Background: an optimization exercise with open tools, aiming at small area, a short achievable clock period and few clock cycles per item. Do not read the settings as production practice.
For this run, only the layout was checked, not whether the RTL still works.
Power and IR drop assume default switching activity.

===== config.mk =====
export PLATFORM = sky130hd
export DESIGN_NAME = rv_exec_top
export DESIGN_NICKNAME = rv_exec_top
export VERILOG_FILES = /design/flow/design.v
export SDC_FILE = /design/flow/constraint.sdc
export NUM_CORES = 4
export LEC_CHECK = 0
export CAP_MARGIN = 20
export CORE_MARGIN = 2
export CORE_UTILIZATION = 30
export PLACE_DENSITY = 0.4
export SLEW_MARGIN = 20

===== constraint.sdc =====
create_clock -name core_clock -period 10.0 [get_ports {clk}]
set_input_delay 2.0000 -clock core_clock [delete_from_list [all_inputs] [get_ports {clk}]]
set_output_delay 2.0000 -clock core_clock [all_outputs]
set_load 0.01 [all_outputs]

===== design.v =====
`timescale 1ns/100ps
`default_nettype none
package rv_pkg;
    localparam logic [4:0] OPC_OP_IMM = 5'b00100;
    localparam logic [4:0] OPC_AUIPC  = 5'b00101;
    localparam logic [4:0] OPC_OP     = 5'b01100;
    localparam logic [4:0] OPC_LUI    = 5'b01101;
    localparam logic [4:0] OPC_BRANCH = 5'b11000;
    localparam logic [4:0] OPC_JALR   = 5'b11001;
    localparam logic [4:0] OPC_JAL    = 5'b11011;
    localparam logic [1:0] TRAP_NONE       = 2'd0;
    localparam logic [1:0] TRAP_ILLEGAL    = 2'd1;
    localparam logic [1:0] TRAP_MISALIGNED = 2'd2;
    localparam logic [1:0] TRAP_BUS        = 2'd3;
    localparam logic [1:0] AXI_RESP_OKAY = 2'b00;
endpackage
`default_nettype wire
`timescale 1ns/100ps
`default_nettype none
import rv_pkg::*;
module instr_decoder (
    input  wire logic [31:0] inst,
    output logic             legal,
    output logic             is_op,       
    output logic             is_alu,      
    output logic             is_lui,
    output logic             is_auipc,
    output logic             is_jal,
    output logic             is_jalr,
    output logic             is_branch,
    output logic             writes_rd,
    output logic             sub_mode,    
    output logic             arith,       
    output logic [31:0]      imm_i,
    output logic [31:0]      imm_u,
    output logic [31:0]      pc_imm       
);
    logic [4:0] opcode;
    logic [2:0] funct3;
    logic [6:0] funct7;
    logic       f7_zero;
    logic       f7_alt;
    logic       is_op_imm;
    logic       op_ok;
    logic       op_imm_ok;
    assign opcode  = inst[6:2];
    assign funct3  = inst[14:12];
    assign funct7  = inst[31:25];
    assign f7_zero = (funct7 == 7'b0000000);
    assign f7_alt  = (funct7 == 7'b0100000);
    assign is_op     = (opcode == OPC_OP);
    assign is_op_imm = (opcode == OPC_OP_IMM);
    assign is_alu    = is_op | is_op_imm;
    assign is_lui    = (opcode == OPC_LUI);
    assign is_auipc  = (opcode == OPC_AUIPC);
    assign is_jal    = (opcode == OPC_JAL);
    assign is_jalr   = (opcode == OPC_JALR);
    assign is_branch = (opcode == OPC_BRANCH);
    assign op_ok     = f7_zero | (f7_alt & (funct3 == 3'b000 || funct3 == 3'b101));
    assign op_imm_ok = (funct3 == 3'b001) ? f7_zero :
                       (funct3 == 3'b101) ? (f7_zero | f7_alt) : 1'b1;
    assign legal = (inst[1:0] == 2'b11) &&
                   ((is_op & op_ok) | (is_op_imm & op_imm_ok) | is_lui | is_auipc | is_jal |
                    (is_jalr & (funct3 == 3'b000)) |
                    (is_branch & (funct3[2:1] != 2'b01)));
    assign writes_rd = ~is_branch;
    assign sub_mode  = is_branch | (is_alu & (funct3[2:1] == 2'b01)) |
                       (is_op & (funct3 == 3'b000) & inst[30]);
    assign arith     = inst[30];
    assign imm_i  = {{20{inst[31]}}, inst[31:20]};
    assign imm_u  = {inst[31:12], 12'b0};
    assign pc_imm = is_jal    ? {{12{inst[31]}}, inst[19:12], inst[20], inst[30:21], 1'b0} :
                    is_branch ? {{20{inst[31]}}, inst[7], inst[30:25], inst[11:8], 1'b0} :
                                imm_u;
endmodule
`default_nettype wire
`timescale 1ns/100ps
`default_nettype none
module alu (
    input  wire logic [31:0] a,
    input  wire logic [31:0] b,
    input  wire logic [2:0]  funct3,
    input  wire logic        sub_mode,
    input  wire logic        arith,
    output logic [31:0]      sum,
    output logic [31:0]      result,
    output logic             branch_taken
);
    logic [32:0] add;
    logic        lt_u;
    logic        lt_s;
    logic        eq;
    logic        left;
    logic [31:0] sh_in;
    logic [31:0] sh_out;
    logic [31:0] sh_rev;
    assign add  = {1'b0, a} + {1'b0, b ^ {32{sub_mode}}} + {32'b0, sub_mode};
    assign sum  = add[31:0];
    assign lt_u = ~add[32];
    assign lt_s = (a[31] ^ b[31]) ? a[31] : add[31];
    assign eq   = (a == b);
    assign left = (funct3 == 3'b001);
    always_comb begin
        for (int i = 0; i < 32; i++)
            sh_in[i] = left ? a[31 - i] : a[i];
    end
    assign sh_out = $unsigned($signed({arith & ~left & a[31], sh_in}) >>> b[4:0]);
    always_comb begin
        for (int i = 0; i < 32; i++)
            sh_rev[i] = sh_out[31 - i];
    end
    always_comb begin
        case (funct3)
            3'b000:  result = sum;
            3'b001:  result = sh_rev;
            3'b010:  result = {31'b0, lt_s};
            3'b011:  result = {31'b0, lt_u};
            3'b100:  result = a ^ b;
            3'b101:  result = sh_out;
            3'b110:  result = a | b;
            default: result = a & b;
        endcase
    end
    assign branch_taken = funct3[0] ^ (funct3[2] ? (funct3[1] ? lt_u : lt_s) : eq);
endmodule
`default_nettype wire
`timescale 1ns/100ps
`default_nettype none
module reg_file (
    input  wire logic        clk,
    input  wire logic        rst_n,
    input  wire logic [4:0]  rs1,
    input  wire logic [4:0]  rs2,
    output logic [31:0]      rs1_data,
    output logic [31:0]      rs2_data,
    input  wire logic        we,
    input  wire logic [4:0]  rd,
    input  wire logic [31:0] wdata
);
    logic [31:0] regs [1:31];
    logic [31:1] valid;
    always_ff @(posedge clk or negedge rst_n) begin
        if (!rst_n)
            valid <= '0;
        else if (we && rd != 5'd0)
            valid[rd] <= 1'b1;
    end
    for (genvar i = 1; i < 32; i++) begin : g_reg
        always_ff @(posedge clk) begin
            if (we && rd == i)
                regs[i] <= wdata;
        end
    end
    always_comb begin
        rs1_data = '0;
        rs2_data = '0;
        for (int i = 1; i < 32; i++) begin
            rs1_data = rs1_data | (regs[i] & {32{valid[i] && rs1 == i}});
            rs2_data = rs2_data | (regs[i] & {32{valid[i] && rs2 == i}});
        end
    end
endmodule
`default_nettype wire
`timescale 1ns/100ps
`default_nettype none
module pc_unit #(
    parameter logic [31:0] reset_pc = 32'h0000_0000
) (
    input  wire logic        clk,
    input  wire logic        rst_n,
    input  wire logic        pc_update,
    input  wire logic        is_jalr,
    input  wire logic        take,
    input  wire logic [31:0] pc_imm,
    input  wire logic [31:0] rs1_sum,      
    output logic [31:2]      pc,
    output logic [31:0]      pc_sum,       
    output logic [31:0]      link,
    output logic [31:2]      target,
    output logic             misaligned
);
    assign pc_sum     = {pc, 2'b00} + pc_imm;
    assign link       = {pc + 30'd1, 2'b00};
    assign target     = is_jalr ? rs1_sum[31:2] : pc_sum[31:2];
    assign misaligned = take & (is_jalr ? rs1_sum[1] : pc_imm[1]);
    always_ff @(posedge clk or negedge rst_n) begin
        if (!rst_n)
            pc <= reset_pc[31:2];
        else if (pc_update)
            pc <= take ? target : link[31:2];
    end
endmodule
`default_nettype wire
`timescale 1ns/100ps
`default_nettype none
import rv_pkg::*;
module core_ctrl #(
    parameter logic [31:0] reset_pc = 32'h0000_0000
) (
    input  wire logic        clk,
    input  wire logic        rst_n,
    output logic             arvalid,
    input  wire logic        arready,
    output logic [31:2]      ar_addr,
    input  wire logic        rvalid,
    output logic             rready,
    input  wire logic [31:0] rdata,
    input  wire logic [1:0]  rresp,
    output logic [31:0]      inst,
    output logic             inst_valid,
    output logic             inst_err,
    input  wire logic        redirect,    
    input  wire logic [31:2] target,
    input  wire logic        trap,        
    input  wire logic [1:0]  cause,
    input  wire logic [31:2] pc,
    output logic             halted,
    output logic [1:0]       trap_cause
);
    logic [2:0] outstanding;   
    logic [2:0] drop;          
    logic       refetch;       
    logic       ar_free;
    logic       stop;
    assign rready  = 1'b1;
    assign ar_free = !arvalid || arready;
    assign halted  = (trap_cause != TRAP_NONE);
    assign stop    = halted || trap;
    always_ff @(posedge clk or negedge rst_n) begin
        if (!rst_n) begin
            arvalid     <= 1'b1;
            ar_addr     <= reset_pc[31:2];
            outstanding <= 3'd0;
            drop        <= 3'd0;
            refetch     <= 1'b0;
            inst_valid  <= 1'b0;
            trap_cause  <= TRAP_NONE;
        end else begin
            outstanding <= outstanding + {2'b0, arvalid && arready} - {2'b0, rvalid};
            if (redirect)
                drop <= outstanding + {2'b0, arvalid} - {2'b0, rvalid};
            else if (rvalid && drop != 3'd0)
                drop <= drop - 3'd1;
            inst_valid <= rvalid && drop == 3'd0 && !redirect && !stop;
            if (ar_free) begin
                arvalid <= !stop;
                refetch <= 1'b0;
                if (redirect)
                    ar_addr <= target;
                else if (refetch)
                    ar_addr <= pc;
                else
                    ar_addr <= ar_addr + 30'd1;
            end else if (redirect) begin
                refetch <= 1'b1;
            end
            if (trap && !halted)
                trap_cause <= cause;
        end
    end
    always_ff @(posedge clk) begin
        inst     <= rdata;
        inst_err <= rresp != AXI_RESP_OKAY;
    end
endmodule
`default_nettype wire
`timescale 1ns/100ps
`default_nettype none
import rv_pkg::*;
module rv_exec_top #(
    parameter logic [31:0] reset_pc = 32'h0000_0000
) (
    input  wire logic           clk,
    input  wire logic           rst_n,
    output logic                arvalid,
    input  wire logic           arready,
    output logic [31:0]         araddr,
    output logic [2:0]          arprot,
    input  wire logic           rvalid,
    output logic                rready,
    input  wire logic [31:0]    rdata,
    input  wire logic [1:0]     rresp,
    output logic                retire_valid,
    output logic [31:0]         retire_pc,
    output logic [4:0]          retire_rd,
    output logic [31:0]         retire_wdata,
    output logic                halted,
    output logic [1:0]          trap_cause,
    output logic [31:0]         trap_pc
);
    logic [31:0] inst;
    logic        inst_valid;
    logic        inst_err;
    logic [31:2] ar_addr;
    logic        legal;
    logic        is_op;
    logic        is_alu;
    logic        is_lui;
    logic        is_auipc;
    logic        is_jal;
    logic        is_jalr;
    logic        is_branch;
    logic        writes_rd;
    logic        sub_mode;
    logic        arith;
    logic [31:0] imm_i;
    logic [31:0] imm_u;
    logic [31:0] pc_imm;
    logic [31:0] rs1_data;
    logic [31:0] rs2_data;
    logic [31:0] op_b;
    logic [31:0] sum;
    logic [31:0] alu_result;
    logic        branch_taken;
    logic        take;
    logic [31:2] pc;
    logic [31:0] pc_sum;
    logic [31:0] link;
    logic [31:2] target;
    logic        misaligned;
    logic        active;
    logic        commit;
    logic        trap;
    logic [1:0]  cause;
    logic [4:0]  rd;
    logic        rd_nz;
    logic [31:0] wdata;
    assign araddr  = {ar_addr, 2'b00};
    assign arprot  = 3'b100;  
    assign trap_pc = {pc, 2'b00};  
    assign rd     = inst[11:7];
    assign op_b   = (is_op || is_branch) ? rs2_data : imm_i;
    assign take   = is_jal || is_jalr || (is_branch && branch_taken);
    assign active = inst_valid && !halted;
    assign commit = active && !inst_err && legal && !misaligned;
    assign trap   = active && (inst_err || !legal || misaligned);
    assign cause  = inst_err ? TRAP_BUS : !legal ? TRAP_ILLEGAL : TRAP_MISALIGNED;
    assign rd_nz  = writes_rd && rd != 5'd0;
    always_comb begin
        if (is_lui)
            wdata = imm_u;
        else if (is_auipc)
            wdata = pc_sum;
        else if (is_jal || is_jalr)
            wdata = link;
        else
            wdata = alu_result;
    end
    core_ctrl #(
        .reset_pc (reset_pc)
    ) core_ctrl_inst (
        .clk        (clk),
        .rst_n      (rst_n),
        .arvalid    (arvalid),
        .arready    (arready),
        .ar_addr    (ar_addr),
        .rvalid     (rvalid),
        .rready     (rready),
        .rdata      (rdata),
        .rresp      (rresp),
        .inst       (inst),
        .inst_valid (inst_valid),
        .inst_err   (inst_err),
        .redirect   (commit && take),
        .target     (target),
        .trap       (trap),
        .cause      (cause),
        .pc         (pc),
        .halted     (halted),
        .trap_cause (trap_cause)
    );
    instr_decoder instr_decoder_inst (
        .inst      (inst),
        .legal     (legal),
        .is_op     (is_op),
        .is_alu    (is_alu),
        .is_lui    (is_lui),
        .is_auipc  (is_auipc),
        .is_jal    (is_jal),
        .is_jalr   (is_jalr),
        .is_branch (is_branch),
        .writes_rd (writes_rd),
        .sub_mode  (sub_mode),
        .arith     (arith),
        .imm_i     (imm_i),
        .imm_u     (imm_u),
        .pc_imm    (pc_imm)
    );
    reg_file reg_file_inst (
        .clk      (clk),
        .rst_n    (rst_n),
        .rs1      (inst[19:15]),
        .rs2      (inst[24:20]),
        .rs1_data (rs1_data),
        .rs2_data (rs2_data),
        .we       (commit && rd_nz),
        .rd       (rd),
        .wdata    (wdata)
    );
    alu alu_inst (
        .a            (rs1_data),
        .b            (op_b),
        .funct3       (inst[14:12]),
        .sub_mode     (sub_mode),
        .arith        (arith),
        .sum          (sum),
        .result       (alu_result),
        .branch_taken (branch_taken)
    );
    pc_unit #(
        .reset_pc (reset_pc)
    ) pc_unit_inst (
        .clk       (clk),
        .rst_n     (rst_n),
        .pc_update (commit),
        .is_jalr   (is_jalr),
        .take      (take),
        .pc_imm    (pc_imm),
        .rs1_sum   (sum),
        .pc        (pc),
        .pc_sum    (pc_sum),
        .link      (link),
        .target    (target),
        .misaligned(misaligned)
    );
    always_ff @(posedge clk or negedge rst_n) begin
        if (!rst_n)
            retire_valid <= 1'b0;
        else
            retire_valid <= commit;
    end
    always_ff @(posedge clk) begin
        retire_pc    <= {pc, 2'b00};
        retire_rd    <= rd_nz ? rd : 5'd0;
        retire_wdata <= rd_nz ? wdata : 32'b0;
    end
endmodule
`default_nettype wire

===== run.sh =====
#!/bin/bash
# synth_recipe.tcl (not shown) runs the flow's synth.tcl, then flattens the netlist and writes it again
# the make line also repeats each setting of config.mk as NAME=value (left out here)
make -C /OpenROAD-flow-scripts/flow DESIGN_CONFIG=/design/flow/config.mk WORK_HOME=/design/flow/orfs CLKGATE_MAP_FILE= SYNTH_SCRIPT=/design/flow/synth_recipe.tcl finish

==> run summary <==
==> through the flow <==
stage,util,power (mW),std cells
detailed placement,0.337,7.34,9004
finish,0.361,12.8,9326
floorplan,-,6.50,6108
global placement,0.337,7.34,8999
global route,0.360,13.0,9282
CTS,0.360,12.7,9269
==> layer usage <==
layer,up-vias,wire length [µm]
met3,1872,61700
met4,24,42100
met1,32800,170000
li1,24500,-
met5,-,173
met2,6506,191000
==> logic make-up (layout without fill, tap and decap cells) <==
| kind of cell | count (synthesis) | in the layout |
|---|---|---|
| XOR/XNOR | 144 | 144 |
| AO/OA/AOI/OAI | 1707 | 1707 |
| adder cells (fa/ha/maj) | 148 | 148 |
| multiplexers | 66 | 66 |
| other | 2 | 65 |
| AND/OR/NAND/NOR | 2184 | 2184 |
| buffers and inverters | 654 | 979 |
| flip-flops | 1195 | 1195 |
==> state kept, by name, indices dropped and copies added, names as in the netlist <==
| name | flops |
|---|---|
| reg_file_inst.valid | 31 |
| core_ctrl_inst.drop | 3 |
| core_ctrl_inst.trap_cause | 2 |
| core_ctrl_inst.outstanding | 3 |
| core_ctrl_inst.inst | 32 |
| core_ctrl_inst.arvalid | 1 |
| core_ctrl_inst.ar_addr | 30 |
| retire_pc | 30 |
| retire_rd | 5 |
| core_ctrl_inst.inst_err | 1 |
| retire_valid | 1 |
| reg_file_inst.regs | 992 |
| retire_wdata | 32 |
| core_ctrl_inst.inst_valid | 1 |
| core_ctrl_inst.refetch | 1 |
| pc_unit_inst.pc | 30 |
==> worst register-to-register path, cell delays in order, from the launching register on <==
cell	delay, ns
dfxtp_1	0.33
buf_4	0.32
nor2b_2	0.91
buf_4	0.37
and3_2	0.84
buf_4	0.48
a221oi_1	0.19
and3_1	0.30
and4_1	0.20
a41oi_1	0.73
xnor2_1	0.20
ha_1	0.46
nand4_1	0.21
nor4_1	0.51
nor4b_1	0.41
nand2_1	0.19
o22ai_1	0.28
a31oi_2	0.08
o211ai_2	0.16
nor4b_4	0.10
xnor2_2	0.16
a31o_1	0.25
inv_2	0.25
nand3_1	0.41
nor2_4	0.25
buf_4	0.44
==> worst min-delay path by stage <==
stage | endpoint | slack [ns] | depth (start not counted)
floorplan | retire_pc[31] | 0.45 | 0
finish | core_ctrl_inst.trap_cause[1] | 0.51 | 1
CTS | core_ctrl_inst.trap_cause[1] | 0.53 | 1
detailed placement | core_ctrl_inst.trap_cause[1] | 0.52 | 1
global route | reg_file_inst.valid[20] | 0.56 | 1
global placement | core_ctrl_inst.trap_cause[0] | 0.49 | 1
==> cell usage in the layout (no fill, tap or decap), drive strengths merged, types with 60 or more instances in the layout <==
| cell | netlist | layout |
|---|---|---|
| a211oi | 114 | 114 |
| clkinv | 1 | 66 |
| nor2 | 260 | 260 |
| nand4 | 134 | 134 |
| nor3 | 446 | 446 |
| buf | 170 | 417 |
| and3 | 221 | 221 |
| clkdlybuf4s50 | 0 | 168 |
| xor2 | 60 | 60 |
| edfxtp | 992 | 992 |
| a221oi | 67 | 67 |
| and4 | 79 | 79 |
| o21ai | 191 | 191 |
| nand3 | 122 | 122 |
| nand2 | 637 | 637 |
| ha | 144 | 144 |
| inv | 128 | 138 |
| a22oi | 436 | 436 |
| a2111oi | 174 | 174 |
| a21oi | 214 | 214 |
| dfxtp | 100 | 100 |
| xnor2 | 84 | 84 |
| dfrtp | 102 | 102 |
| clkbuf | 355 | 171 |
==> final cells by class <==
cell class	instances	area, µm²	area share
antenna	55	138	0.00178
tap	2838	3550	0.0458
inverter	129	487	0.00628
sequential	1195	34400	0.444
clock inverter	94	901	0.0116
multi-input combinational	4259	28600	0.370
clock buffer	171	3900	0.0504
timing repair buffer	585	5470	0.0705
==> where the power goes <==
group	switching [mW]	total [mW]	internal (mW)	leakage, nW
clock network	2.40	5.47	3.08	2.33
registers	0.0969	5.67	5.58	11.2
logic	1.15	1.63	0.477	13.2
total	3.64	12.8	9.13	26.7
==> run summary <==
Run status = complete, no violations
Core ar. = 215000 µm²
Setup_tns = 0 ns
Pwr dens = 165 nW/µm²
Min-Delay Startpoint = core_ctrl_inst.trap_cause[1]
Mapped Cells = 6100
Antenna violations before repair = 57
Post-synthesis sequential area ratio = 0.529
Clock root buffer = clkbuf_16
Largest delay share family, worst path = simple AND/OR/NAND/NOR gates
Initial DRC Count = 13100
Total CTS buffers = 145
CP startpoint kind = flip-flop
Worst skew pair latency = 0.87 ns
Peak VDD IR = 185 µV
Worst Max-Slew Pin Slew = 1.39 ns
Clk sinks = 1195
Layout Nets = 6501
Synth Area in XOR/XNOR = 0.0195
Top_reg_cell synth = edfxtp_1
Worst setup endpoint = reg_file_inst.regs[30][30]
Crit path required time = 10.46 ns
Final RePlAce weighted congestion = 1.02
Design Area, Final = 77500 µm²
Final Hold Vio Count = 0
P_leak = 26.7 nW
Die width = 469 µm
Max-cap violations = 0
Critical path type = reg -> reg
Area of the die = 220000 µm²
RSZ-0062 raised after global routing = no
Area growth from synthesis to layout = 19.3%
Largest cells by area after synthesis = edfxtp_1, a22oi_1, dfrtp_1, nand2_1, nor3_1
CTS Buffer Depth = 3
Cts hold-fix bufs = 0
Largest net degree at the start of global routing = 61
R2R Path Start = core_ctrl_inst.inst[20]
Post-layout worst setup margin = 0.549 ns
DRT antenna net count = 0
Gr busiest metal = met2
Peak fanout along the critical path = 22
FILL cells = 21400
Fmax achieved = 106 MHz
FFs w/ async S/R, synth = 0.0862
Relative slew slack = 0.0744
Dpl cell area = 72500 µm²
Rows = 170
Largest family of logic cells by synthesized area = compound AO/OA/AOI/OAI gates
Detailed Routing Iterations Pass 1 = 9
GR Util met3 = 0.146
Worst Hold Slack = 0.514 ns
Dpl hpwl = 319000 µm
Met2 usage = 0.588
Met1 usage = 0.500
Post-Synthesis Cell Area = 64900 µm²
Setup-failing EPs final = 0
First-pass GRT wire length = 600000 µm
Avg Inst Size Synth = 10.6 µm²
CP Capture Type = flip-flop
Netlist cell types = 122
Layout Skew = 0.0524 ns
DRC = 0
Share of layout cells above drive strength 1 = 0.142
Ys Warns = 6
Die height = 469 µm
Hold WC Path Type = reg -> reg
Place WS = 1.14 ns
Period utilization = 0.945
Vias in the first global route = 60100
Critical Path AT = 9.91 ns
Crit path buffers/inverters = 5
Most common library cells after synthesis = edfxtp_1, nand2_1, nor3_1
Gr usage total = 0.406
Slowest-stage cell, CP = nor2b_2
CTS tree = done
CTS clk-pin slew, worst paths = 0.06 ns
Post-CTS Setup Bufs = 0
Grt ovf = 0
Post-Synth Simple-Gate Area = 0.174
Mux cell area share after synthesis = 0.0112
Number of synthesized flops with an enable pin = 992
Tmin final = 9.45 ns
Post-CTS sizing = 0
# IOs = 180
R2R depth = 25
Yosys reg bits = 1195
Buffers on Ports = 169
Max-slew violations = 0
Via density = 7.05
Vias = 65700
Per-cell routed wire length = 49.8 µm
Area fraction in compound gates after synthesis = 0.195
Stages on the worst setup path = 25
Max incr delay on CP = 0.91 ns
Reg-to-reg endpoint = reg_file_inst.regs[30][30]
Post-Route WL = 465000 µm
Top-area cell type share of the netlist area = 0.459
Post-synthesis adder-cell area fraction = 0.0290
H-tree depth = 4
Cell mode on critical path = buf_4
Initial core utilization = 0.302
Reg2Reg Setup Slack = 0.55 ns
Top-count cell post-synth = edfxtp_1
Critical Path Source = core_ctrl_inst.inst[20]
Leading area contributor after synthesis = edfxtp_1

-- what the ideal ports hide --
Ports are ideal in the flow. The routed layout listed here was re-timed in OpenROAD.
Step 1, drivers: a clkbuf_16 drives clk and a buf_2 each remaining input, both assumed.
Step 2 also shifts input and output timing later by t, the mid clock arrival at the registers, as if the neighbouring blocks saw the same clock.
Three values: ideal, step 1, step 2; two values: the first two.
t (ns): 0.940
slack for setup (ns): 0.549 / 0.549 / 0.549
worst hold slack (ns): 0.514 / 0.514 / 0.514
worst setup path after step 2: register to register
worst slew at a driven data input, ns: 0.06
After both steps this run still meets setup and hold. For this run, drivers alone change the setup slack by 0.000 ns; drivers and shift together by 0.000 ns.
